From an optimization exercise on the open Yosys and OpenROAD flow, aimed at a short achievable clock period and few clock cycles; shortcuts taken in it are not production practice. The RTL was checked by simulation tests, not by an equivalence proof against the original design. Power and IR drop assume default switching activity.

### design/flow/flow/run.sh
#!/bin/bash
# Layout flow: the standard ORFS flow (standard.sh, all steps) with two changes to how
# synthesis maps the logic; registers, constraints and every later step are unchanged.
#  - adders are not extracted into full/half-adder cells (ADDER_MAP_FILE empty), so ABC sees
#    and times the whole adder logic
#  - ABC maps for delay (abc_speed.script here: strash; dch; map -D) instead of ORFS's default
#    script, which recovers area on paths it wrongly believes are short
# Each tool's full output is in orfs/logs/ (ORFS's per-step logs); make's output is in flow_make.log.
set -euo pipefail
W=$PWD
rm -rf "$W/scripts_local"
cp -r "$FLOW_HOME/scripts" "$W/scripts_local"
cp "$W/flow/abc_speed.script" "$W/scripts_local/abc_speed.script"
bash "$W/standard.sh" SCRIPTS_DIR="$W/scripts_local" ADDER_MAP_FILE= finish > "$W/flow_make.log" 2>&1
### design/flow/flow/abc_speed.script
strash
dch
map -D 1500
buffer -c
topo
stime -c
upsize -c
dnsize -c
### design/flow/standard.sh
#!/bin/bash
# synth_recipe.tcl (not shown) runs the flow's synth.tcl, then flattens the netlist and writes it again
# the make line also repeats each setting of config.mk as NAME=value (left out here)
make -C /OpenROAD-flow-scripts/flow DESIGN_CONFIG=/design/flow/config.mk WORK_HOME=/design/flow/orfs CLKGATE_MAP_FILE= SYNTH_SCRIPT=/design/flow/synth_recipe.tcl "${@:-finish}"
### design/flow/config.mk
export PLATFORM = sky130hd
export DESIGN_NAME = mipsCore
export DESIGN_NICKNAME = mipsCore
export VERILOG_FILES = /design/flow/design.v
export SDC_FILE = /design/flow/constraint.sdc
export NUM_CORES = 4
export LEC_CHECK = 0
export ABC_CLOCK_PERIOD_IN_PS = 2500
export CAP_MARGIN = 20
export CORE_MARGIN = 2
export CORE_UTILIZATION = 40
export PLACE_DENSITY = 0.6
export SETUP_SLACK_MARGIN = 3.5
export SLEW_MARGIN = 20
export TNS_END_PERCENT = 100
### design/flow/constraint.sdc
create_clock -name core_clock -period 6.5 [get_ports {clk}]
set_input_delay 1.3000 -clock core_clock [delete_from_list [all_inputs] [get_ports {clk}]]
set_output_delay 1.3000 -clock core_clock [all_outputs]
set_load 0.01 [all_outputs]
### design/flow/design.v
`timescale 1ns/1ps
package mipsIsaPkg;
    typedef logic [4:0] regIdx_t;
    typedef struct packed {
        logic [5:0] opcode;
        regIdx_t    rs;
        regIdx_t    rt;
        regIdx_t    rd;
        logic [4:0] shamt;
        logic [5:0] funct;
    } instr_t;
    localparam logic [5:0] opRtype = 6'h00;
    localparam logic [5:0] opJ     = 6'h02;
    localparam logic [5:0] opBeq   = 6'h04;
    localparam logic [5:0] opBne   = 6'h05;
    localparam logic [5:0] opAddi  = 6'h08;
    localparam logic [5:0] opAndi  = 6'h0c;
    localparam logic [5:0] opOri   = 6'h0d;
    localparam logic [5:0] fnSll   = 6'h00;
    localparam logic [5:0] fnSrl   = 6'h02;
    localparam logic [5:0] fnAdd   = 6'h20;
    localparam logic [5:0] fnSub   = 6'h22;
    localparam logic [5:0] fnAnd   = 6'h24;
    localparam logic [5:0] fnOr    = 6'h25;
    localparam logic [5:0] fnXor   = 6'h26;
    localparam logic [5:0] fnSlt   = 6'h2a;
    typedef enum logic [2:0] {
        aluAdd, aluSub, aluAnd, aluOr, aluXor, aluSlt, aluSll, aluSrl
    } aluOp_t;
endpackage
`timescale 1ns/1ps
package mipsPipePkg;
    typedef struct packed {
        logic [2:0] aluOp;       
        logic   useImm;      
        logic   regWrite;
        logic   beq;
        logic   bne;
        logic   jump;
    } ctrl_t;
    typedef struct packed {
        logic                    valid;
        ctrl_t                   ctrl;
        logic [4:0]              rs;
        logic [4:0]              rt;
        logic [32-1:0] rsVal;
        logic [32-1:0] rtVal;
        logic [32-1:0] imm;       
        logic [4:0]              dest;
        logic [4:0]              shamt;
        logic [32-1:0] nextPc;    
        logic [25:0]             jumpIdx;
    } idEx_t;
    typedef struct packed {
        logic                    valid;
        logic [4:0]              dest;
        logic [32-1:0] data;
    } wbPort_t;
endpackage
`timescale 1ns/1ps
`timescale 1ns/1ps
`timescale 1ns/1ps
`timescale 1ns/1ps
module ksAdd #(
    parameter int W = 32,
    parameter int L = 5                  
) (
    input  logic [W-1:0] a,
    input  logic [W-1:0] b,
    input  logic         cin,
    output logic [W-1:0] sum,
    output logic         cout
);
    logic [(L+1)*W-1:0] g;
    logic [(L+1)*W-1:0] p;
    logic [W-1:0]       x;
    assign x        = a ^ b;
    assign g[W-1:0] = (a & b) | {{(W-1){1'b0}}, cin & x[0]};
    assign p[W-1:0] = x;
    for (genvar l = 0; l < L; l++) begin : g_lvl
        for (genvar i = 0; i < W; i++) begin : g_bit
            if (i >= (1 << l)) begin : g_op
                assign g[(l+1)*W+i] = g[l*W+i] | (p[l*W+i] & g[l*W+i-(1<<l)]);
                assign p[(l+1)*W+i] = p[l*W+i] & p[l*W+i-(1<<l)];
            end else begin : g_pass
                assign g[(l+1)*W+i] = g[l*W+i];
                assign p[(l+1)*W+i] = p[l*W+i];
            end
        end
    end
    assign sum  = x ^ {g[L*W +: W-1], cin};
    assign cout = g[L*W+W-1];
endmodule
`timescale 1ns/1ps
module mipsCore (
    input  logic                    clk,
    input  logic                    rst_n,
    input  logic [31:0]             instr,
    output logic [32-1:0] instrAddr,
    output logic                    wbValid,
    output logic [4:0]              wbDest,
    output logic [32-1:0] wbData
);
    logic [29:0] pcOut;                  
    logic [29:0] pcInv;                  
    logic [29:0] pcW;
    logic        exWr;                   
    logic        exBr;                   
    logic        exBne;
    logic        exPredT;                
    logic [29:0] exAlt;                  
    logic [31:0] exA;                    
    logic [31:0] exB;                    
    logic [4:0]  exDest;
    logic [4:0]  exSh;
    logic [7:0]  exSel;                  
    logic [31:0] regs [1:31];
    logic [29:0] pcW1;
    logic [5:0]  op;
    logic [5:0]  fn;
    logic [4:0]  rs, rt, rd;
    logic [15:0] imm;
    logic        isR, isJ, isBeq, isBne, isAddi, isAndi, isOri, useImm;
    logic [7:0]  sel;
    logic [4:0]  dest;
    logic        wr;
    logic        sameReg, isBr, brPredT, brStatic;
    logic [29:0] brTgt, jTgt, pcNext;
    logic [31:0] immExt;
    logic [31:0] rsRead, rtRead;
    logic        mispredict;
    logic [31:0] res;                    
    logic        fwdA, fwdB;
    assign instrAddr = {pcOut, 2'b00};
    assign pcW       = ~pcInv;
    ksAdd #(.W(30), .L(5)) i_pcInc (.a(pcW), .b(30'd0), .cin(1'b1), .sum(pcW1), .cout());
    assign op  = instr[31:26];
    assign rs  = instr[25:21];
    assign rt  = instr[20:16];
    assign rd  = instr[15:11];
    assign fn  = instr[5:0];
    assign imm = instr[15:0];
    assign isR    = (op == 6'h00);
    assign isJ    = (op == 6'h02);
    assign isBeq  = (op == 6'h04);
    assign isBne  = (op == 6'h05);
    assign isAddi = (op == 6'h08);
    assign isAndi = (op == 6'h0c);
    assign isOri  = (op == 6'h0d);
    assign useImm = isAddi | isAndi | isOri;
    assign sel[0] = (isR && fn == 6'h20) || isAddi;
    assign sel[1] =  isR && fn == 6'h22;
    assign sel[2] = (isR && fn == 6'h24) || isAndi;
    assign sel[3] = (isR && fn == 6'h25) || isOri;
    assign sel[4] =  isR && fn == 6'h26;
    assign sel[5] =  isR && fn == 6'h2a;
    assign sel[6] =  isR && fn == 6'h00;
    assign sel[7] =  isR && fn == 6'h02;
    assign dest   = isR ? rd : rt;
    assign wr     = (|sel) && (dest != 5'd0);
    assign immExt = isAddi ? {{16{imm[15]}}, imm} : {16'd0, imm};
    assign sameReg  = (rs == rt);
    assign brStatic = sameReg;
    assign isBr     = (isBeq || isBne) && !brStatic;
    localparam int BrPred = 1;
    assign brPredT  = (isBeq && sameReg) ||
                      (isBr && ((BrPred >= 1 && imm[15]) || (BrPred >= 2 && isBne)));
    logic [15:0] tgtLo;
    logic        tgtC;
    logic [13:0] pcHi, pcHiP1, pcHiM1;
    ksAdd #(.W(16), .L(4)) i_tgtAdd (.a(pcW[15:0]), .b(imm), .cin(1'b1), .sum(tgtLo), .cout(tgtC));
    assign pcHi   = pcW[29:16];
    ksAdd #(.W(14), .L(4)) i_hiInc (.a(pcHi), .b(14'd0),      .cin(1'b1), .sum(pcHiP1), .cout());
    ksAdd #(.W(14), .L(4)) i_hiDec (.a(pcHi), .b(14'h3fff),   .cin(1'b0), .sum(pcHiM1), .cout());
    assign brTgt  = {(tgtC == imm[15]) ? pcHi : (tgtC ? pcHiP1 : pcHiM1), tgtLo};
    assign jTgt   = {pcW1[29:26], instr[25:0]};
    always_comb begin
        if (mispredict)   pcNext = exAlt;
        else if (isJ)     pcNext = jTgt;
        else if (brPredT) pcNext = brTgt;
        else              pcNext = pcW1;
    end
    always_comb begin
        rsRead = (rs == 5'd0) ? 32'd0 : regs[rs];
        rtRead = (rt == 5'd0) ? 32'd0 : regs[rt];
        if (wbValid && wrDest == rs) rsRead = wrData;
        if (wbValid && wrDest == rt) rtRead = wrData;
    end
    always_ff @(posedge clk or negedge rst_n) begin
        if (!rst_n) begin
            pcOut <= 30'h0000_0000;       
            pcInv <= 30'h3fff_ffff;
            exWr  <= 1'b0;
            exBr  <= 1'b0;
        end else begin
            pcOut <= pcNext;
            pcInv <= ~pcNext;
            exWr  <= wr && !mispredict;      
            exBr  <= isBr && !mispredict;
        end
    end
    assign fwdA = exWr && exDest == rs;
    assign fwdB = exWr && exDest == rt && !useImm;
    always_ff @(posedge clk) begin
        exBne   <= isBne;
        exPredT <= brPredT;
        exAlt   <= brPredT ? pcW1 : brTgt;
        exA     <= fwdA ? res : rsRead;
        exB     <= fwdB ? res : (useImm ? immExt : rtRead);
        exDest  <= dest;
        exSh    <= instr[10:6];
        exSel   <= sel;
    end
    logic [31:0] a, b, sum, diff;
    logic        eq, taken, lt;
    logic [31:0] wrData;                 
    logic [4:0]  wrDest;                 
    assign a = exA;
    assign b = exB;
    ksAdd #(.W(32), .L(5)) i_add (.a(a), .b(b),  .cin(1'b0), .sum(sum),  .cout());
    ksAdd #(.W(32), .L(5)) i_sub (.a(a), .b(~b), .cin(1'b1), .sum(diff), .cout());
    assign lt = (a[31] ^ b[31]) ? a[31] : diff[31];
    assign eq         = (a == b);
    assign taken      = exBne ? !eq : eq;
    assign mispredict = exBr && (taken != exPredT);
    assign res = ({32{exSel[0]}} & sum)
               | ({32{exSel[1]}} & diff)
               | ({32{exSel[2]}} & (a & b))
               | ({32{exSel[3]}} & (a | b))
               | ({32{exSel[4]}} & (a ^ b))
               | ({32{exSel[5]}} & {31'd0, lt})
               | ({32{exSel[6]}} & (b << exSh))
               | ({32{exSel[7]}} & (b >> exSh));
    always_ff @(posedge clk or negedge rst_n) begin
        if (!rst_n) begin
            wbValid <= 1'b0;
            wbDest  <= 5'd0;
            wbData  <= 32'd0;
        end else begin
            wbValid <= exWr;
            wbDest  <= exDest;
            wbData  <= res;
        end
    end
    always_ff @(posedge clk) begin
        wrData <= res;
        wrDest <= exDest;
    end
    always_ff @(posedge clk or negedge rst_n) begin
        if (!rst_n) begin
            for (int i = 1; i < 32; i++) regs[i] <= 32'd0;
        end else if (wbValid) begin
            regs[wrDest] <= wrData;
        end
    end
endmodule
==> results of run 1 <==
==> cells in the final DEF (no fill, tap or decap), types with 25 or more instances in the layout <==
cell type | synthesis | layout
dlygate4sd2_1 | 0 | 45
nor2_1 | 580 | 479
nand3_4 | 2 | 25
nor2_2 | 29 | 56
buf_12 | 1 | 63
buf_6 | 6 | 46
nor4_1 | 53 | 36
o22ai_1 | 505 | 495
a221oi_1 | 269 | 196
inv_1 | 1006 | 971
xor2_1 | 36 | 36
o21ai_0 | 1187 | 1123
o21ai_1 | 35 | 66
buf_4 | 9 | 391
nor2_4 | 10 | 84
dfstp_2 | 30 | 30
nand3_1 | 166 | 120
nand3_2 | 4 | 27
mux2i_1 | 33 | 33
o211ai_1 | 28 | 28
inv_2 | 61 | 43
a21oi_1 | 410 | 383
clkdlybuf4s50_1 | 0 | 27
clkinv_2 | 1 | 29
o221ai_1 | 75 | 61
dfxtp_1 | 151 | 107
dfxtp_2 | 0 | 33
clkbuf_8 | 0 | 26
dfrtp_1 | 1062 | 1062
nand4_1 | 86 | 86
clkbuf_1 | 445 | 35
o21ai_2 | 5 | 36
a22oi_1 | 115 | 108
nand2_2 | 12 | 40
nor3_1 | 55 | 40
a221oi_2 | 5 | 64
nand2_1 | 1431 | 1387
clkbuf_16 | 0 | 152
a31oi_1 | 41 | 28
==> cell usage after synthesis, drive strengths merged, types with 33 or more instances <==
cell	instances	area share
nand3	172	0.014
a21oi	411	0.031
clkbuf	445	0.025
a31oi	42	0.0041
mux2i	33	0.0050
dfxtp	151	0.046
nor3	58	0.0046
nor4	58	0.0063
dfrtp	1062	0.40
a22oi	121	0.014
inv	1070	0.061
a2111oi	52	0.0070
o22ai	505	0.048
a221oi	274	0.037
nand2	1449	0.084
o221ai	75	0.010
buf	121	0.0099
nand4	86	0.0082
xor2	36	0.0048
nor2	620	0.038
o21ai	1228	0.094
==> layer usage <==
| metal | routed length [µm] | GRT usage | vias to the layer above |
|---|---|---|---|
| li1 | - | - | 29490 |
| met1 | 127000 | 0.497 | 33582 |
| met2 | 143000 | 0.576 | 5438 |
| met3 | 47900 | 0.144 | 1474 |
| met4 | 29300 | 0.263 | 18 |
| met5 | 301 | 0 | - |
==> sequential cells by signal, indices dropped and copies added (netlist names) <==
| signal | cells |
|---|---|
| exBne | 1 |
| wbValid | 1 |
| pcInv | 30 |
| exPredT | 1 |
| regs | 992 |
| exWr | 1 |
| exSh | 5 |
| wbData | 32 |
| exBr | 1 |
| exSel | 8 |
| wrData | 32 |
| exA | 32 |
| wrDest | 5 |
| exB | 32 |
| wbDest | 5 |
| exAlt | 30 |
| exDest | 5 |
| pcOut | 30 |
==> timing repair <==
| item | 4_1_cts | 5_1_grt |
|---|---|---|
| cloned | 10 | 7 |
| resized for setup | 636 | 437 |
| setup buffers | 161 | 111 |
| setup endpoints to repair | 265 | 217 |
| pin swaps | 96 | 156 |
| hold buffers | 0 | 0 |
==> worst max-delay path by stage <==
stage	startpoint	end	slack, ns	cells after the start
6_report	instr[20]	exB[29]	3.19	12
5_1_grt	instr[18]	exB[29]	3.30	12
4_1_cts	instr[17]	exB[15]	3.44	11
3_5_place_dp	instr[17]	exB[15]	0.66	13
3_3_place_gp	instr[17]	exB[15]	0.73	13
2_1_floorplan	instr[3]	pcOut[24]	3.39	17
==> logic make-up (layout without fill, tap and decap cells) <==
logic type / count (synthesis) / after routing / share of synthesized area
muxes: 33 / 33 / 0.00502
DFF: 1243 / 1243 / 0.462
buffers and inverters: 1654 / 1980 / 0.0974
AOI/OAI and AO/OA: 2922 / 2923 / 0.273
other: 1 / 9 / 0.0000570
xor gates and xnor gates: 50 / 50 / 0.00665
and+or+nand+nor: 2456 / 2457 / 0.156
==> cell type report <==
class / count / share of cell area
multi-input combinational: 5465 / 0.399
sequential: 1243 / 0.375
timing repair buffer: 626 / 0.0764
inverter: 1088 / 0.0563
clock buffer: 207 / 0.0511
tap: 2175 / 0.0335
clock inverter: 52 / 0.00772
timing repair inverter: 7 / 0.000970
antenna: 7 / 0.000216
==> metrics by stage <==
step	util	area, µm²	worst slack [ns]	hold WS (ns)
after floorplan	-	66600	3.39	0.354
after global placement	0.429	70000	0.728	0.384
after detailed placement	0.430	70100	0.664	0.384
after CTS	0.480	78300	3.44	0.398
after global routing	0.498	81200	3.30	0.404
final	0.498	81200	3.19	0.393
==> power by group through the flow <==
stage	registers [µW]	clock network (µW)	logic [µW]
after floorplan	8530	0	1650
after global placement	8580	0	2600
after detailed placement	8590	0	2630
after CTS	8450	8440	2810
after global routing	8500	8740	3260
final	8470	8410	3050
==> flow_summary.toml, run 1 <==
[drt]
viasPerCell = 6.44
drt_pass1_iterations = 14
wirelength_um = 348000
drtIter0Drc = 11903
vias = 70002
wl_per_cell_um = 32.0
drc_errors = 0
ant_nets = 0

[die]
start_util = 0.403
dieArea_um2 = 168000
rows = 148
dieHeight_um = 410
ios = 104
coreArea_um2 = 163000
die_w_um = 410

[pwr]
intPower_uw = 14100
swShare = 0.290
p_leak_uw = 0.0330
comb_power_share = 0.153
power_uw = 19900
seqPwrFrac = 0.425
peakVddDrop_v = 0.000236
p_sw_uw = 5790
pwr-share-clk = 0.422
p_per_area_nw_per_um2 = 245

[cells_and_area]
final_cells = 10870
area_delta_synth_final_pct = 23.5
multi_input_area_um2 = 32400
seq_area_um2 = 30500
fill_cells = 15537
fin_nets = 8609
drive_above_1_share = 0.179

[place]
port_buffers = 101
dp_hpwl_um = 230000
finalWeightedCongestion = 1.06
placed_cells_incl_taps = 10314

[cts]
cts_buffers = 144
cts.sinks = 1243
clock_latency_ns = 0.82
cts_tree = "yes"
htreeDepth = 4
clk_pin_slew_worst_paths_ns = 0.06
clock-root-buffer = "clkbuf_16"
clk_path_buf_depth = 3

[global_routing]
grt_first_pass_wirelength_um = 480000
grt_max_degree = 145
track_usage = 0.398
antenna_found_initial = 16
grt_pass1_vias = 64754
grt_remaining_overflow = 0

[outcome]
status = "complete, no violations"

[critical_path]
cp-start-kind = "input port"
crit_arrival_ns = 3.99
rr_startpoint = "exB[26]"
ff2ff_path_depth = 9
path_cells = "buf_16 -> clkinv_16 -> buf_4 -> nor2_4 -> buf_12 -> buf_8 -> a221oi_4 -> nand4_1 -> o311ai_2 -> o21ai_1 -> a21oi_2 -> a41oi_2"
path_delay_family = "compound AO/OA/AOI/OAI gates"
critical_path_class = "in -> reg"
slowest_stage = "nand4_1"
crit_fanout = 13
reg2reg_to = "wbData[18]"
slowest_delay_ns = 0.69
crit_buf_inv = 5
worstPathRequired_ns = 7.18
critPathCaptureType = "flop"
r2r_setup_slack_ns = 3.50

[worst_hold_path]
min_path_type = "reg -> reg"
holdPathStages = 1
worstHoldStart = "exAlt[4]"
hold_end = "pcInv[4]"

[run]
max-cap-violations = 0

[sta]
finalHoldViolations = 0
rsz0062_at_grt = "yes"
fin_crit_sh = 0.509
slew_headroom = 0.290
tns_ns = 0
finalSetupViolCount = 0
finClkSkew_ns = 0.0408
period_minus_slack_ns = 3.31
slew_viol_final = 0
timing.fmax_mhz = 302
tightest_slew_ns = 1.04

[synth]
ys_types = 88
syn_area_um2 = 65800
synth_edf_count = 0
yosys_warnings = 2
synthFlopType = "dfrtp_1"
async_flop_share = 0.879
ys_ff_latch = 1243
yosysSeqAreaShare = 0.462
synth_cells = 8359
syn_area_per_cell_um2 = 7.87
Testbench counts, summed over its fixed seeds: cycles 26,061.
==> inputs of run 2 (changes only) <==
--- a/design/flow/config.mk
+++ b/design/flow/config.mk
@@ -6,10 +6,9 @@
 export NUM_CORES = 4
 export LEC_CHECK = 0
-export ABC_CLOCK_PERIOD_IN_PS = 2500
 export CAP_MARGIN = 20
 export CORE_MARGIN = 2
 export CORE_UTILIZATION = 40
 export PLACE_DENSITY = 0.6
-export SETUP_SLACK_MARGIN = 3.5
+export SETUP_SLACK_MARGIN = 4.2
 export SLEW_MARGIN = 20
 export TNS_END_PERCENT = 100
==> run 2 against run 1 <==
Area after synthesis unchanged. First-iteration DRC count is 5.1% higher. Sequential power increased by 0.7%. Cell area up 14%. Cell count grew 4.5%. Still clean. Worst setup slack worse by 0.058 ns.
==> flow_summary.toml, run 2 <==
[sta]
whs_ns = 0.396
fin_crit_sh = 0.518
tns_ns = 0
finalSetupViolCount = 0
tightest_slew_ns = 1.10
rsz0062_at_grt = "yes"
finClkSkew_ns = 0.0339
timing.fmax_mhz = 297
slew_headroom = 0.267
finalHoldViolations = 0
slew_viol_final = 0
period_minus_slack_ns = 3.37

[critical_path]
crit_fanout = 28
r2r_setup_slack_ns = 3.47
critPathCaptureType = "flop"
critical_path_class = "in -> reg"
worstPathRequired_ns = 7.16
cp-start-kind = "input port"
reg2reg_to = "exB[0]"
rr_startpoint = "exB[12]"
crit_arrival_ns = 4.02
ff2ff_path_depth = 15

[synth]
synth_edf_count = 0
syn_area_per_cell_um2 = 7.87
async_flop_share = 0.879
synthFlopType = "dfrtp_1"
synth_most_common_cell = "nand2_1"
syn_area_um2 = 65800
synthTopCellsByCount = "nand2_1, o21ai_0, dfrtp_1, inv_1, nor2_1"
post-synth-top-area-cell = "dfrtp_1"
netlist.area_leader.share = 0.404
yosys_warnings = 2
yosysSeqAreaShare = 0.462
synth_cells = 8359
synth.area.top_cells = "dfrtp_1, o21ai_0, nand2_1, inv_1, o22ai_1"
ys_types = 88
ys_ff_latch = 1243

[cts]
clk_path_buf_depth = 3
clock_latency_ns = 0.83
clk_pin_slew_worst_paths_ns = 0.06
htreeDepth = 4
cts.sinks = 1243
cts_tree = "yes"
clock-root-buffer = "clkbuf_16"
cts_buffers = 140

[die]
dieHeight_um = 410
start_util = 0.403
ios = 104
rows = 148
coreArea_um2 = 163000
dieArea_um2 = 168000
die_w_um = 410

[cells_and_area]
largest_reg_flops = 992
mostFrequentLayoutCells = "nand2_1, dfrtp_1, o21ai_0, inv_1, buf_4"
drive_above_1_share = 0.310
area_delta_synth_final_pct = 40.9
registers.top_by_ff_count = "regs"
multi_input_area_um2 = 37900
final_common_cell = "nand2_1"
fin_nets = 9090
seq_area_um2 = 30600
fill_cells = 14054

[worst_hold_path]
hold_end = "pcInv[26]"
worstHoldStart = "exAlt[26]"
min_path_type = "reg -> reg"
holdPathStages = 1

[drt]
viasPerCell = 6.57
drt_pass1_iterations = 10
ant_nets = 0
drc_errors = 0
wl_per_cell_um = 33.3
vias = 74635
drtIter0Drc = 12516
wirelength_um = 378000

[place]
port_buffers = 101
dp_hpwl_um = 234000
finalWeightedCongestion = 1.06

[pwr]
peakVddDrop_v = 0.000214
p_leak_uw = 0.0374
p_per_area_nw_per_um2 = 226

[outcome]
status = "complete, no violations"

[run]
max-cap-violations = 0

[global_routing]
grt_remaining_overflow = 0
grt_pass1_vias = 68417
grt_first_pass_wirelength_um = 514000
track_usage = 0.428
grt_max_degree = 161
antenna_found_initial = 20
run 2: cell counts after synthesis:
Identical to the previous run, type by type.
run 2: worst max-delay path: stages:
cell and delay, ns:
buf_6 0.20, nor2_4 0.15, nand3_4 0.20, inv_6 0.18, a221oi_1 0.39, nand4_1 0.62, o311ai_2 0.50, o21ai_2 0.17
nor2_1 0.16, a41oi_1 0.06
run 2: layout make-up:
cell class	instances	area share
multi-input combinational	5471	0.409
sequential	1243	0.330
timing repair buffer	1097	0.127
inverter	1088	0.0512
clock buffer	208	0.0444
tap	2175	0.0294
clock inverter	48	0.00723
timing repair inverter	15	0.00242
antenna	9	0.000243
run 2: kinds of logic after synthesis:
group,synth area share
compound gates,0.273
simple gates,0.156
buf+inv,0.0974
flops,0.462
xor+xnor,0.00665
mux,0.00502
other cells,0.0000570
run 2: routing by layer:
metal | wire length (µm) | track usage | up-vias
met1 | 131000 | 0.520 | 35920
met4 | 39300 | 0.336 | 24
li1 | - | - | 30543
met3 | 56300 | 0.175 | 1946
met2 | 151000 | 0.595 | 6202
met5 | 541 | 0.00661 | -
run 2: repair_timing:
action                     4_1_cts  5_1_grt
gates cloned                    37       10
resized for setup             2198      682
setup buffers                  543      189
pin swaps                      446      390
hold buffers                     0        0
setup endpoints to repair      889      878
hold endpoints to repair         0        0
run 2: how the worst max path moves through the flow:
stage / endpoint / from / slack, ns / depth (start not counted)
CTS: exA[29] / instr[24] / 3.51 / 13
global placement: exB[27] / instr[17] / 0.35 / 14
detailed placement: exB[27] / instr[17] / 0.28 / 14
floorplan: pcOut[26] / instr[17] / 3.41 / 13
finish: exA[29] / instr[21] / 3.13 / 10
global route: exA[26] / instr[24] / 3.23 / 14
run 2: metrics by stage:
step | cells | util | cell area (µm²) | setup WS [ns] | total power, µW
4_1_cts | 11146 | 0.538 | 87700 | 3.51 | 20400
5_1_grt | 11346 | 0.568 | 92700 | 3.23 | 21500
3_5_place_dp | 10310 | 0.433 | 70600 | 0.283 | 11200
6_report | 11354 | 0.568 | 92700 | 3.13 | 21000
2_1_floorplan | 8360 | - | 67700 | 3.41 | 10200
3_3_place_gp | 10309 | 0.433 | 70600 | 0.347 | 11200
run 2: report_power, final:
group	switching (µW)	internal (µW)	total, µW
clock	3530	4890	8420
combinational	2480	1560	4040
sequential	388	8140	8530
==> inputs of run 3 (changes only) <==
--- a/design/flow/design.v
+++ b/design/flow/design.v
@@ -116,4 +116,13 @@
     logic [7:0]  exSel;                  
     logic [31:0] regs [1:31];
+    logic [29:0] exPc;                   
+    logic        exBack;                 
+    logic        lpNew;                  
+    logic [29:0] lpNewPc;
+    logic [31:0] lpNewX;                 
+    logic        lpValid;
+    logic [29:0] lpPc;                   
+    logic [31:0] lpX;                    
+    logic        lpExit;                 
     logic [29:0] pcW1;
     logic [5:0]  op;
@@ -164,6 +173,16 @@
     assign isBr     = (isBeq || isBne) && !brStatic;
     localparam int BrPred = 1;
+    logic        lpHit;
+    logic [31:0] bht;
+    always_ff @(posedge clk or negedge rst_n) begin
+        if (!rst_n) begin
+            bht <= '0;
+        end else if (exBr && !exBack) begin
+            bht[exPc[4:0]] <= taken;
+        end
+    end
     assign brPredT  = (isBeq && sameReg) ||
-                      (isBr && ((BrPred >= 1 && imm[15]) || (BrPred >= 2 && isBne)));
+                      (isBr && (imm[15] ? (lpHit ? isBeq : 1'b1)
+                                        : bht[pcW[4:0]]));
     logic [15:0] tgtLo;
     logic        tgtC;
@@ -211,4 +230,6 @@
         exSh    <= instr[10:6];
         exSel   <= sel;
+        exPc    <= pcW;
+        exBack  <= imm[15];
     end
     logic [31:0] a, b, sum, diff;
@@ -234,4 +255,27 @@
     always_ff @(posedge clk or negedge rst_n) begin
         if (!rst_n) begin
+            lpNew   <= 1'b0;
+            lpValid <= 1'b0;
+            lpExit  <= 1'b0;
+        end else begin
+            lpNew <= exBr && exBack;
+            if (lpNew) begin
+                lpValid <= 1'b1;
+                lpExit  <= (lpValid && lpPc == lpNewPc) ? {lpNewX[30:0], 1'b0} == lpX
+                                                        : lpNewX == 32'd1;
+            end
+        end
+    end
+    always_ff @(posedge clk) begin
+        lpNewPc <= exPc;
+        lpNewX  <= diff;
+        if (lpNew) begin
+            lpPc <= lpNewPc;
+            lpX  <= lpNewX;
+        end
+    end
+    assign lpHit = lpExit && pcW == lpPc;
+    always_ff @(posedge clk or negedge rst_n) begin
+        if (!rst_n) begin
             wbValid <= 1'b0;
             wbDest  <= 5'd0;
--- a/design/flow/config.mk
+++ b/design/flow/config.mk
@@ -6,9 +6,10 @@
 export NUM_CORES = 4
 export LEC_CHECK = 0
+export ABC_CLOCK_PERIOD_IN_PS = 2500
 export CAP_MARGIN = 20
 export CORE_MARGIN = 2
 export CORE_UTILIZATION = 40
 export PLACE_DENSITY = 0.6
-export SETUP_SLACK_MARGIN = 4.2
+export SETUP_SLACK_MARGIN = 3.5
 export SLEW_MARGIN = 20
 export TNS_END_PERCENT = 100
==> run 3 against run 2 <==
Hold slack worse by 0.071 ns. Clock-buffer cell count increased by 38. Die area grew 11%. Combinational power about the same. Flip-flop and latch count increased by 190. Clock skew up 0.021 ns. Critical endpoint is now exB[3]. Critical path type unchanged. Synthesized cell count grew 7.6%. Sequential share of layout area increased by 4.3 points. First-iteration DRC count is 0.68% lower.
==> flow_summary.toml, run 3 <==
[cells_and_area]
fin_nets = 9507
final_cells = 11988
final_common_cell = "nand2_1"
mostFrequentLayoutCells = "nand2_1, o21ai_0, dfrtp_1, inv_1, buf_4"
largest_reg_flops = 992
area_delta_synth_final_pct = 28.7
finalCoreUtilization = 0.519
drive_above_1_share = 0.214
registers.top_by_ff_count = "regs"

[run]
max-cap-violations = 0

[critical_path]
cp_common_cell = "buf_6"
cp-start-kind = "input port"
critical_path_class = "in -> reg"
worstPathRequired_ns = 7.21
slowest_stage = "nor4_2"
critPathCaptureType = "flop"
cp.depth = 12
slowest_delay_ns = 0.66
crit_buf_inv = 5
path_cells = "buf_16 -> inv_12 -> nor2_4 -> buf_6 -> buf_6 -> buf_4 -> nand3_4 -> o21ai_0 -> nor4_2 -> nand4_1 -> a32oi_1 -> o221ai_1"
ff2ff_path_depth = 5
crit_arrival_ns = 4.09
crit_fanout = 11
path_delay_family = "simple AND/OR/NAND/NOR gates"

[place]
dp_hpwl_um = 251000
port_buffers = 101
placed_cells_incl_taps = 11136
finalWeightedCongestion = 1.02

[global_routing]
grt_remaining_overflow = 0
grt_max_degree = 127
grt_first_pass_wirelength_um = 534000
antenna_found_initial = 15
grt_pass1_vias = 70731
track_usage = 0.399

[die]
coreArea_um2 = 181000
dieArea_um2 = 186000
ios = 104
die_w_um = 432
start_util = 0.403
rows = 156
dieHeight_um = 432

[drt]
ant_nets = 0
wl_per_cell_um = 32.7
viasPerCell = 6.42
wirelength_um = 392000
drtIter0Drc = 12431
drc_errors = 0
drt_pass1_iterations = 10
vias = 76953

[pwr]
comb_power_share = 0.168
intPower_uw = 16700
seqPwrFrac = 0.429
swShare = 0.306
pwr-share-clk = 0.402
p_leak_uw = 0.0380
p_sw_uw = 7350
power_uw = 24100
p_per_area_nw_per_um2 = 255
peakVddDrop_v = 0.000213

[synth]
post-synth-top-area-cell = "dfrtp_1"
synthTopCellsByCount = "nand2_1, o21ai_0, dfrtp_1, inv_1, nor2_1"
synth_most_common_cell = "nand2_1"
yosysSeqAreaShare = 0.478
synthFlopType = "dfrtp_1"
async_flop_share = 0.786
yosys_warnings = 2
netlist.area_leader.share = 0.375
synth_cells = 8995
synth_edf_count = 62
ys_ff_latch = 1433
syn_area_per_cell_um2 = 8.13
syn_area_um2 = 73200
synth.area.top_cells = "dfrtp_1, o21ai_0, nand2_1, dfxtp_1, inv_1"
ys_types = 94

[sta]
slew_viol_final = 0
period_minus_slack_ns = 3.38
finalHoldViolations = 0
fin_crit_sh = 0.520
finalSetupViolCount = 0
tightest_slew_ns = 1.29
rsz0062_at_grt = "yes"
finClkSkew_ns = 0.0546
whs_ns = 0.325
timing.fmax_mhz = 296
slew_headroom = 0.141
tns_ns = 0

[cts]
clk_pin_slew_worst_paths_ns = 0.07
htreeDepth = 4
clk_path_buf_depth = 3
cts_tree = "yes"
clock-root-buffer = "clkbuf_16"
clock_latency_ns = 0.86
cts.sinks = 1433
ctsHoldBuffers = 0
cts_buffers = 159

[worst_hold_path]
min_path_type = "reg -> reg"
holdPathStages = 0

[outcome]
status = "complete, no violations"
## run 3: cell types whose count changed in the layout (fill, tap and decap cells not counted), sizes merged, moves of 62 or more
cell         previous run  this run
nand2                1452      1549
dlygate4sd2             4        67
buf                  1072       774
dfxtp                 151       244
nor2                  623       692
edfxtp                  0        62
## run 3: repair_timing
action	4_1_cts	5_1_grt
endpoints found under the setup margin	816	394
setup buffers	294	210
resized for setup	987	539
pin swaps	174	244
cloned	26	16
## run 3: worst reg2reg max path, delay by kind of cell (launching register included)
kind | cells | cell delay [ns]
AOI/OAI and AO/OA | 1 | 0.19
and+or+nand+nor | 3 | 2.00
DFF | 1 | 0.55
buffers and inverters | 1 | 0.27
## run 3: stage by stage
stage | instance area (µm²) | setup WS, ns
after floorplan | 73700 | 3.45
after global placement | 77400 | 0.356
after detailed placement | 77400 | 0.432
after CTS | 89600 | 3.30
after global routing | 94100 | 3.18
final | 94200 | 3.12
## run 3: cells by family (layout without fill, tap and decap cells)
kind of cell,after synthesis,count (layout),synth area share
compound gates,3042,3042,0.257
xor+xnor,116,116,0.0140
other cells,1,11,0.0000513
simple gates,2686,2703,0.157
flops,1433,1433,0.478
mux,16,16,0.00219
buf+inv,1701,2297,0.0914
## run 3: cell type report
type / instances / area, µm²
Clock inverter: 51 / 637
Timing Repair Buffer: 875 / 9170
Timing Repair inverter: 7 / 56.3
Fill cell: 16765 / 87200
Inverter: 1118 / 4760
Antenna cell: 9 / 22.5
Clock buffer: 246 / 4930
Sequential cell: 1433 / 35100
Tap cell: 2370 / 2970
Multi-Input combinational cell: 5879 / 36500
## run 3: power by group through the flow
stage	clock (µW)	sequential, µW	combinational (µW)
global route	10100	10400	4320
detailed placement	0	10500	3310
global placement	0	10400	3280
CTS	9710	10300	3660
floorplan	0	10200	2130
finish	9680	10300	4050
## run 3: layer usage
| metal | up-vias | share of wire | GRT usage |
|---|---|---|---|
| met1 | 37151 | 0.37 | 0.514 |
| met4 | 14 | 0.087 | 0.270 |
| met3 | 1584 | 0.13 | 0.117 |
| met5 | - | 0.00039 | 0.00130 |
| met2 | 5945 | 0.41 | 0.578 |
| li1 | 32259 | - | - |
## run 3: final timing paths
check                      slack (ns)           end       from
max in group asynchronous        4.40   regs[9][14]      rst_n
min in group asynchronous        0.48   regs[27][8]      rst_n
max reg2reg                      3.33  regs[24][23]  wrDest[3]
min                              0.32   lpNewPc[19]   exPc[19]
max                              3.12        exB[3]  instr[16]
min reg2reg                      0.32   lpNewPc[19]   exPc[19]
Testbench counts of run 3, summed over its fixed seeds: cycles 25,495.
==> inputs of run 4 (changes only) <==
--- a/design/flow/config.mk
+++ b/design/flow/config.mk
@@ -6,10 +6,9 @@
 export NUM_CORES = 4
 export LEC_CHECK = 0
-export ABC_CLOCK_PERIOD_IN_PS = 2500
 export CAP_MARGIN = 20
 export CORE_MARGIN = 2
 export CORE_UTILIZATION = 40
 export PLACE_DENSITY = 0.6
-export SETUP_SLACK_MARGIN = 3.5
+export SETUP_SLACK_MARGIN = 3.2
 export SLEW_MARGIN = 20
 export TNS_END_PERCENT = 100
==> run 4 against run 3 <==
Largest power group unchanged. Clock-buffer cell count shrank 7. Critical endpoint is now exB[5]. Cell count shrank 2.4%. Still clean on timing, DRC and antenna. Total power shrank 1.7%. Via count shrank 2.2%. Hold slack is essentially flat.
==> flow_summary.toml, run 4 <==
[worst_hold_path]
worstHoldStart = "exPc[17]"
min_path_type = "reg -> reg"

[synth]
synthFlopType = "dfrtp_1"
post-synth-top-area-cell = "dfrtp_1"
synth_cells = 8995
synthSimpleGateAreaFrac = 0.157
syn_area_per_cell_um2 = 8.13
synth_mux_area_frac = 0.00219
ys_types = 94
synth_top_family_by_area = "compound AO/OA/AOI/OAI gates"
synth_most_common_cell = "nand2_1"
netlist.area_leader.share = 0.375
synth_fa_ha_area_frac = 0
synth-compound-area-share = 0.257
synth.area.top_cells = "dfrtp_1, o21ai_0, nand2_1, dfxtp_1, inv_1"
syn_area_um2 = 73200
synth-xor-area-share = 0.0140
yosys_warnings = 2
synthTopCellsByCount = "nand2_1, o21ai_0, dfrtp_1, inv_1, nor2_1"
synth_edf_count = 62
ys_ff_latch = 1433
async_flop_share = 0.786
yosysSeqAreaShare = 0.478

[cts]
cts_buffers = 158
clk_pin_slew_worst_paths_ns = 0.06
clock-root-buffer = "clkbuf_16"
cts.sinks = 1433
htreeDepth = 4
cts_tree = "yes"
clock_latency_ns = 0.85
ctsHoldBuffers = 0
clk_path_buf_depth = 3

[drt]
ant_nets = 0
wl_per_cell_um = 31.8
wirelength_um = 372000
routed.top_layer = "met5"
drtIter0Drc = 11986
routed-wl-met2_um = 153000
drt_pass1_iterations = 10
viasPerCell = 6.44
drc_errors = 0
wl_met1_um = 136000
vias = 75282
met3_length_um = 49600

[pwr]
peakVddDrop_v = 0.000282
swShare = 0.295
seqPwrFrac = 0.436
comb_power_share = 0.156
p_leak_uw = 0.0351
p_per_area_nw_per_um2 = 270
pwr-share-clk = 0.409
intPower_uw = 16700
p_sw_uw = 6970

[outcome]
status = "complete, no violations"

[global_routing]
grt_remaining_overflow = 0
grt_first_pass_wirelength_um = 518000
grt_pass1_vias = 69975
antenna_found_initial = 20
track_usage = 0.386
grt_max_degree = 152

[cells_and_area]
mostFrequentLayoutCells = "nand2_1, o21ai_0, dfrtp_1, inv_1, nor2_1"
drive_above_1_share = 0.153
largest_reg_flops = 992
area_delta_synth_final_pct = 19.7
finalCoreUtilization = 0.483
fin_nets = 9214
final_common_cell = "nand2_1"
registers.top_by_ff_count = "regs"

[sta]
tns_ns = 0
finalHoldViolations = 0
period_minus_slack_ns = 3.55
slew_viol_final = 0
finalSetupViolCount = 0
timing.fmax_mhz = 282
slew_headroom = 0.182
rsz0062_at_grt = "yes"
finClkSkew_ns = 0.0399
fin_crit_sh = 0.546
tightest_slew_ns = 1.23

[critical_path]
rr_startpoint = "exA[14]"
critPathCaptureType = "flop"
critical_path_class = "in -> reg"
cp-start-kind = "input port"
crit_fanout = 14
cp-startpoint = "instr[19]"
crit_arrival_ns = 4.20
worstPathRequired_ns = 7.15

[place]
port_buffers = 101
dp_hpwl_um = 248000
finalWeightedCongestion = 1.04

[die]
rows = 156
die_w_um = 432
dieArea_um2 = 186000
ios = 104
start_util = 0.403
dieHeight_um = 432
coreArea_um2 = 181000

[run]
max-cap-violations = 0
## run 4: cell types whose count changed in the layout (fill, tap and decap cells not counted), sizes merged, moves of 3 or more
cell           before  now
nor2              692  687
dlygate4sd2        67    6
nand3             181  177
diode               9   14
clkinv             50   47
clkbuf            265  258
clkdlybuf4s50       6   72
clkinvlp           40   36
bufinv             12   16
buf               774  492
## run 4: worst paths after layout
check	slack (ns)	endpoint	depth (start not counted)
min in group asynchronous	0.59	regs[20][2]	1
max in group asynchronous	4.36	regs[13][15]	2
hold / removal	0.32	lpNewPc[17]	0
hold reg to reg	0.32	lpNewPc[17]	0
setup reg to reg	3.13	wbData[15]	10
setup / recovery	2.95	exB[5]	12
## run 4: worst max-delay path: stages
cell      delay (ns)
clkbuf_4        0.22
inv_4           0.14
nor2_4          0.09
nand2_2         0.12
nor2_4          0.08
buf_4           0.24
nand2_1         0.08
o21ai_0         0.09
a221oi_1        0.33
nand4_1         0.39
o311ai_0        0.93
a221oi_1        0.16
## run 4: metal layers
layer / up-vias / track usage
met2: 5847 / 0.560
met5: - / 0.00494
met3: 1663 / 0.130
met1: 36152 / 0.484
met4: 14 / 0.267
li1: 31606 / -
## run 4: logic make-up after synthesis
logic type      count (synthesis)
compound gates               3042
xor+xnor                      116
buf+inv                      1701
flops                        1433
mux                            16
other cells                     1
simple gates                 2686
## run 4: what timing repair did
action                     CTS  global route
pin swaps                   87            70
gates cloned                14             4
setup endpoints to repair  705           144
buffers inserted           151            46
resized for setup          506           230
## run 4: per-stage QoR
step / power [µW] / worst slack, ns / instance area [µm²] / hold WS [ns] / instances
floorplan: 12300 / 3.29 / 73200 / 0.310 / 8996
global placement: 13700 / 0.993 / 77400 / 0.310 / 11175
detailed placement: 13700 / 1.03 / 77400 / 0.312 / 11175
CTS: 23500 / 3.16 / 86400 / 0.321 / 11633
global route: 24400 / 3.11 / 87500 / 0.328 / 11685
finish: 23600 / 2.95 / 87600 / 0.325 / 11697
## run 4: final cells by class
cell class              count  area (µm²)
fillers                 17326       93800
diodes                     14        35.0
clock buffers             239        4790
well taps                2370        2970
multi-input cells        5871       33700
clock inverters            54         783
flip-flops and latches   1433       35100
inverters                1118        4500
repair buffers            595        5730
repair inverters            3        18.8
## run 4: power groups by stage
| stage | Clock [µW] | Combinational, µW | Sequential [µW] |
|---|---|---|---|
| 2_1_floorplan | 0 | 2060 | 10200 |
| 3_3_place_gp | 0 | 3230 | 10400 |
| 3_5_place_dp | 0 | 3250 | 10500 |
| 4_1_cts | 9710 | 3460 | 10300 |
| 5_1_grt | 10100 | 3940 | 10400 |
| 6_report | 9660 | 3680 | 10300 |
==> inputs of run 5 (changes only) <==
--- a/design/flow/config.mk
+++ b/design/flow/config.mk
@@ -8,7 +8,7 @@
 export CAP_MARGIN = 20
 export CORE_MARGIN = 2
-export CORE_UTILIZATION = 40
-export PLACE_DENSITY = 0.6
-export SETUP_SLACK_MARGIN = 3.2
+export CORE_UTILIZATION = 35
+export PLACE_DENSITY = 0.5
+export SETUP_SLACK_MARGIN = 3.5
 export SLEW_MARGIN = 20
 export TNS_END_PERCENT = 100
==> run 5 against run 4 <==
Cell count up 5.8%. Core utilization down 3.1 points. Maximum frequency up 8.8%. Clock-buffer cell count up 19. Still clean on timing, DRC and antenna. Largest cell class is now multi-input combinational cells. Critical endpoint is now exB[19]. Routed wire length up 7.4%. Clock skew up 0.0076 ns. Via count up 0.81%.
==> flow_summary.toml, run 5 <==
[synth]
async_flop_share = 0.786
ys_ff_latch = 1433
syn_area_per_cell_um2 = 8.13
synth_cells = 8995
ys_types = 94
synth.area.top_cells = "dfrtp_1, o21ai_0, nand2_1, dfxtp_1, inv_1"
yosys_warnings = 2
synth_edf_count = 62
post-synth-top-area-cell = "dfrtp_1"
syn_area_um2 = 73200
synthFlopType = "dfrtp_1"
netlist.area_leader.share = 0.375
synth_most_common_cell = "nand2_1"
synthTopCellsByCount = "nand2_1, o21ai_0, dfrtp_1, inv_1, nor2_1"
yosysSeqAreaShare = 0.478

[critical_path]
crit_arrival_ns = 3.97
cp-start-kind = "input port"
crit_fanout = 5
critPathCaptureType = "flop"
critical_path_class = "in -> reg"
rr_startpoint = "exA[18]"
worstPathRequired_ns = 7.21
r2r_setup_slack_ns = 3.37
ff2ff_path_depth = 15
reg2reg_to = "pcOut[18]"

[run]
max-cap-violations = 0

[cells_and_area]
multi_input_area_um2 = 36200
area_delta_synth_final_pct = 28.2
drive_above_1_share = 0.208
mostFrequentLayoutCells = "nand2_1, o21ai_0, dfrtp_1, inv_1, buf_4"
final_common_cell = "nand2_1"
seq_area_um2 = 35100
fill_cells = 20245
registers.top_by_ff_count = "regs"
fin_nets = 9473
largest_reg_flops = 992

[sta]
tightest_slew_ns = 1.32
timing.fmax_mhz = 307
finalHoldViolations = 0
finClkSkew_ns = 0.0475
finalSetupViolCount = 0
slew_headroom = 0.121
slew_viol_final = 0
tns_ns = 0
rsz0062_at_grt = "yes"
fin_crit_sh = 0.501
period_minus_slack_ns = 3.26
whs_ns = 0.323

[pwr]
p_leak_uw = 0.0376
peakVddDrop_v = 0.000261
swShare = 0.302
p_per_area_nw_per_um2 = 256
intPower_uw = 16700
comb_power_share = 0.161
p_sw_uw = 7240
pwr-share-clk = 0.406
seqPwrFrac = 0.433

[worst_hold_path]
holdPathStages = 0
worstHoldStart = "exPc[15]"
hold_end = "lpNewPc[15]"
min_path_type = "reg -> reg"

[die]
coreArea_um2 = 207000
start_util = 0.353
rows = 167
dieHeight_um = 461
ios = 104
dieArea_um2 = 213000
die_w_um = 461

[global_routing]
antenna_found_initial = 21
grt_pass1_vias = 69113
grt_remaining_overflow = 0
grt_max_degree = 164
grt_first_pass_wirelength_um = 541000
track_usage = 0.358

[drt]
wl_per_cell_um = 32.2
drtIter0Drc = 11631
drt_pass1_iterations = 10
viasPerCell = 6.13
wirelength_um = 399000
drc_errors = 0
vias = 75895
ant_nets = 0

[cts]
cts_tree = "yes"
clock_latency_ns = 0.86
cts_buffers = 167
htreeDepth = 4
clk_pin_slew_worst_paths_ns = 0.06
clk_path_buf_depth = 3
clock-root-buffer = "clkbuf_16"
cts.sinks = 1433

[place]
finalWeightedCongestion = 0.994
port_buffers = 101
dp_hpwl_um = 261000

[outcome]
status = "complete, no violations"
==> run 5: cell counts after synthesis <==
Identical to the previous run, type by type.
==> run 5: kinds of logic after synthesis <==
group,Yosys count,share of synthesized area
AOI/OAI and AO/OA,3042,0.257
xor gates and xnor gates,116,0.0140
buffers and inverters,1701,0.0914
DFF,1433,0.478
muxes,16,0.00219
other,1,0.0000513
and+or+nand+nor,2686,0.157
==> run 5: timing repair <==
action                     CTS  global route
setup endpoints to repair  785           377
gates cloned                21            16
pin swaps                  160           218
buffers inserted           242           204
resized for setup          903           484
hold buffers                 0             0
==> run 5: power groups by stage <==
stage               logic, µW  clock network (µW)  registers [µW]
floorplan                2130                   0           10200
global placement         3290                   0           10500
detailed placement       3300                   0           10500
CTS                      3560                9820           10400
global route             4160               10200           10400
finish                   3870                9720           10400
==> run 5: area by class of cell <==
class / count / area share
Timing Repair Buffer: 836 / 0.0920
Sequential cell: 1433 / 0.374
Tap cell: 2788 / 0.0372
Timing Repair inverter: 6 / 0.000587
Multi-Input combinational cell: 5877 / 0.386
Clock inverter: 45 / 0.00571
Clock buffer: 258 / 0.0537
Antenna cell: 10 / 0.000267
Inverter: 1118 / 0.0500
==> run 5: through the flow <==
stage          worst slack, ns   util  instances  power (µW)  instance area, µm²
4_1_cts                   3.23  0.431      12139       23700               89400
6_report                  3.24  0.452      12371       24000               93800
3_5_place_dp             0.621  0.377      11573       13800               78200
2_1_floorplan             3.45      -       8996       12400               73700
3_3_place_gp             0.389  0.377      11572       13800               78200
5_1_grt                   3.20  0.452      12363       24800               93800
==> run 5: worst max-delay path by stage <==
stage	end	depth (start not counted)	from
floorplan	exB[10]	12	instr[18]
global placement	exB[12]	12	instr[17]
detailed placement	exB[12]	12	instr[17]
CTS	regs[26][4]	5	wrDest[1]
global route	exB[19]	17	instr[16]
finish	exB[19]	17	instr[16]
==> run 5: metal layers <==
metal  part of all wire  global-route usage
met4              0.077               0.214
met2               0.42               0.528
met1               0.39               0.468
met5            0.00021                   0
met3               0.11              0.0978
==> run 5: worst max-delay path, stage by stage <==
cell and delay (ns):
buf_6 0.09, buf_12 0.15, inv_16 0.08, nor2_4 0.06, nand3_4 0.08, clkinvlp_4 0.11
buf_12 0.15, buf_8 0.13, buf_8 0.14, a22oi_2 0.12, nand4_1 0.26, nor4_2 0.39
nand4_1 0.37, o211ai_1 0.19, o21ai_1 0.09, a21oi_1 0.16, a41oi_1 0.06
==> inputs of run 6 (changes only) <==
--- a/design/flow/config.mk
+++ b/design/flow/config.mk
@@ -8,6 +8,6 @@
 export CAP_MARGIN = 20
 export CORE_MARGIN = 2
-export CORE_UTILIZATION = 35
-export PLACE_DENSITY = 0.5
+export CORE_UTILIZATION = 30
+export PLACE_DENSITY = 0.45
 export SETUP_SLACK_MARGIN = 3.5
 export SLEW_MARGIN = 20
==> run 6 against run 5 <==
Combinational power grew 2%. Register-to-register slack gained 0.08 ns. Flip-flop and latch count is the same. Area after synthesis is the same. Clock skew grew 0.010 ns. Die area grew 17%. Clock power is essentially flat. First-iteration DRC count grew 1.1%. Non-clock buffer count grew 12. Routed wire length grew 6.6%. Critical endpoint unchanged. Largest power group unchanged.
==> flow_summary.toml, run 6 <==
[global_routing]
grt_remaining_overflow = 0
grt_pass1_vias = 71127
grt_max_degree = 159
grt_first_pass_wirelength_um = 577000
antenna_found_initial = 25
track_usage = 0.328

[pwr]
p_per_area_nw_per_um2 = 259
p_leak_uw = 0.0374
power_uw = 24300
peakVddDrop_v = 0.000308

[die]
dieHeight_um = 498
die_w_um = 498
dieArea_um2 = 248000
start_util = 0.301
rows = 181
coreArea_um2 = 243000
ios = 104

[cells_and_area]
fin_nets = 9485
registers.top_by_ff_count = "regs"
fill_cells = 24635
area_delta_synth_final_pct = 28.2
drive_above_1_share = 0.206
mostFrequentLayoutCells = "nand2_1, o21ai_0, dfrtp_1, inv_1, buf_4"
postLayoutCellArea_um2 = 93800
final_common_cell = "nand2_1"
largest_reg_flops = 992

[sta]
slew_headroom = 0.188
tightest_slew_ns = 1.22
timing.fmax_mhz = 299
period_minus_slack_ns = 3.35
finalHoldViolations = 0
finClkSkew_ns = 0.0576
fin_crit_sh = 0.515
rsz0062_at_grt = "yes"
slew_viol_final = 0
finalSetupViolCount = 0

[critical_path]
path_delay_family = "simple AND/OR/NAND/NOR gates"
rr_startpoint = "exB[30]"
crit_buf_inv = 4
r2r_setup_slack_ns = 3.45
cp.depth = 13
cp-start-kind = "input port"
crit_path_end = "exB[19]"
worstPathRequired_ns = 7.24
critPathCaptureType = "flop"
ff2ff_path_depth = 17
slowest_delay_ns = 0.56
path_cells = "buf_16 -> buf_12 -> nand3_4 -> clkinvlp_4 -> buf_12 -> a22oi_2 -> nand4_1 -> nor4_4 -> nand4_1 -> o211ai_1 -> o21ai_1 -> a21oi_1 -> a41oi_2"
crit_fanout = 7
crit_arrival_ns = 4.09
reg2reg_to = "pcOut[18]"
slowest_stage = "nor4_4"
cp-startpoint = "instr[20]"
critical_path_class = "in -> reg"

[cts]
clock-root-buffer = "clkbuf_16"
htreeDepth = 4
clk_path_buf_depth = 3
ctsHoldBuffers = 0
cts_buffers = 167
cts.sinks = 1433
cts_tree = "yes"
clock_latency_ns = 0.87
clk_pin_slew_worst_paths_ns = 0.07

[synth]
synth_edf_count = 62
netlist.area_leader.share = 0.375
ys_ff_latch = 1433
synthTopCellsByCount = "nand2_1, o21ai_0, dfrtp_1, inv_1, nor2_1"
syn_area_um2 = 73200
yosys_warnings = 2
async_flop_share = 0.786
ys_types = 94
syn_area_per_cell_um2 = 8.13
yosysSeqAreaShare = 0.478
synth_cells = 8995
synth.area.top_cells = "dfrtp_1, o21ai_0, nand2_1, dfxtp_1, inv_1"
post-synth-top-area-cell = "dfrtp_1"
synthFlopType = "dfrtp_1"
synth_most_common_cell = "nand2_1"

[outcome]
status = "complete, no violations"

[drt]
viasPerCell = 5.95
wirelength_um = 425000
drc_errors = 0
wl_per_cell_um = 33.2
ant_nets = 0
drt_pass1_iterations = 7
drtIter0Drc = 11754
vias = 76234

[worst_hold_path]
min_path_type = "reg -> reg"

[place]
finalWeightedCongestion = 1.02
port_buffers = 101
dp_hpwl_um = 282000
place_area_um2 = 78900

[run]
max-cap-violations = 0
-- run 6: cell counts after synthesis --
Identical to the previous run, type by type.
-- run 6: power by group --
group / internal (µW) / switching [µW] / total, µW
logic: 1350 / 2580 / 3930
registers: 9710 / 638 / 10300
clock network: 5790 / 4230 / 10000
-- run 6: kinds of logic (layout without fill, tap and decap cells) --
| family | count (synthesis) | count (layout) | share of synthesized area |
|---|---|---|---|
| buffers and inverters | 1701 | 2282 | 0.0914 |
| AND/OR/NAND/NOR | 2686 | 2702 | 0.157 |
| XOR/XNOR | 116 | 116 | 0.0140 |
| AO/OA/AOI/OAI | 3042 | 3042 | 0.257 |
| flip-flops | 1433 | 1433 | 0.478 |
| multiplexers | 16 | 16 | 0.00219 |
| other | 1 | 9 | 0.0000513 |
-- run 6: per-stage QoR --
stage          utilization  instances  TNS, ns  hold WS, ns  setup slack [ns]
6_report             0.386      12802        0        0.324              3.15
5_1_grt              0.386      12798        0        0.327              3.21
3_5_place_dp         0.325      12015  -0.0326        0.312           -0.0326
2_1_floorplan            -       8996        0        0.310              3.45
3_3_place_gp         0.325      12012   -0.372        0.310            -0.372
4_1_cts              0.371      12595        0        0.324              3.20
-- run 6: worst min-delay path by stage --
stage / from / end / slack [ns] / cells after the start
after floorplan: exPc[10] / lpNewPc[10] / 0.31 / 0
after global placement: exPc[19] / lpNewPc[19] / 0.31 / 0
after detailed placement: exPc[14] / lpNewPc[14] / 0.31 / 0
after CTS: exPc[15] / lpNewPc[15] / 0.32 / 0
after global routing: exPc[9] / lpNewPc[9] / 0.33 / 0
final: exPc[15] / lpNewPc[15] / 0.32 / 0
-- run 6: repair_timing --
action                                  4_1_cts  5_1_grt
setup buffers                               246      186
endpoints found under the setup margin      798      339
pin swaps                                   137      193
gates cloned                                 23       12
resized for setup                           871      447
-- run 6: area by class of cell --
cell class              instances  area [µm²]  area share
well taps                    3202        4010      0.0427
multi-input cells            5878       35800       0.382
repair inverters                5        40.0    0.000427
flip-flops and latches       1433       35100       0.375
clock buffers                 245        4840      0.0517
clock inverters                66         890     0.00949
repair buffers                848        8370      0.0893
diodes                          7        17.5    0.000187
inverters                    1118        4670      0.0498
-- run 6: per-layer routing --
metal	routed length [µm]	GRT usage	vias up	share of wire
met3	47800	0.0935	1329	0.11
li1	-	-	32219	-
met2	183000	0.493	5246	0.43
met5	46	0	-	0.00011
met4	30800	0.194	6	0.072
met1	164000	0.417	37434	0.39
-- run 6: worst register-to-register path: stages, from the launching register on --
cell and delay [ns]:
dfxtp_1 0.32, or2_4 0.27, nand2_4 0.09, clkinvlp_4 0.25, nor4_4 0.36, nand3_4 0.16
o21bai_4 0.25, buf_6 0.14, and2_4 0.16, nand2_8 0.09, nand2_8 0.08, nor2_4 0.06
buf_6 0.16, buf_16 0.14, a21oi_4 0.13, buf_12 0.13, nand3_1 0.07, nand2_1 0.11

separate check: timing with driven ports:
The flow's constraints put no driver on any port. The routed layouts listed below were extracted and timed again, unchanged, in two steps.
Step 1, drivers: a clkbuf_16 drives clk and a buf_2 each remaining input, both assumed.
Step 2 also shifts input and output timing later by t, the mid clock arrival at the registers, as if the neighbouring blocks saw the same clock.
a / b / c = no drivers / after step 1 / after step 2; a / b = the first two.
run | t (ns) | setup slack, ns | hold slack, ns | worst setup path at the end | latest minus earliest clock arrival (ns)
run 1 | 0.885 | 3.192 / 3.106 / 2.221 | 0.393 / 0.393 / 0.393 | input to register | 0.041 / 0.041
run 2 | 0.889 | 3.135 / 3.157 / 2.268 | 0.396 / 0.396 / 0.396 | input to register | 0.038 / 0.038
run 3 | 0.930 | 3.122 / 2.910 / 1.980 | 0.325 / 0.325 / 0.325 | input to register | 0.055 / 0.055
run 4 | 0.920 | 2.953 / 3.012 / 2.092 | 0.325 / 0.325 / 0.325 | input to register | 0.046 / 0.045
run 5 | 0.934 | 3.241 / 3.065 / 2.130 | 0.323 / 0.323 / 0.323 | input to register | 0.052 / 0.053
run 6 | 0.936 | 3.152 / 3.111 / 2.174 | 0.324 / 0.324 / 0.324 | input to register | 0.059 / 0.059
After both steps every run listed still meets setup and hold. The setup slack of run 3, which loses most, moves by -0.212 ns with the drivers and by -1.142 ns with both steps.
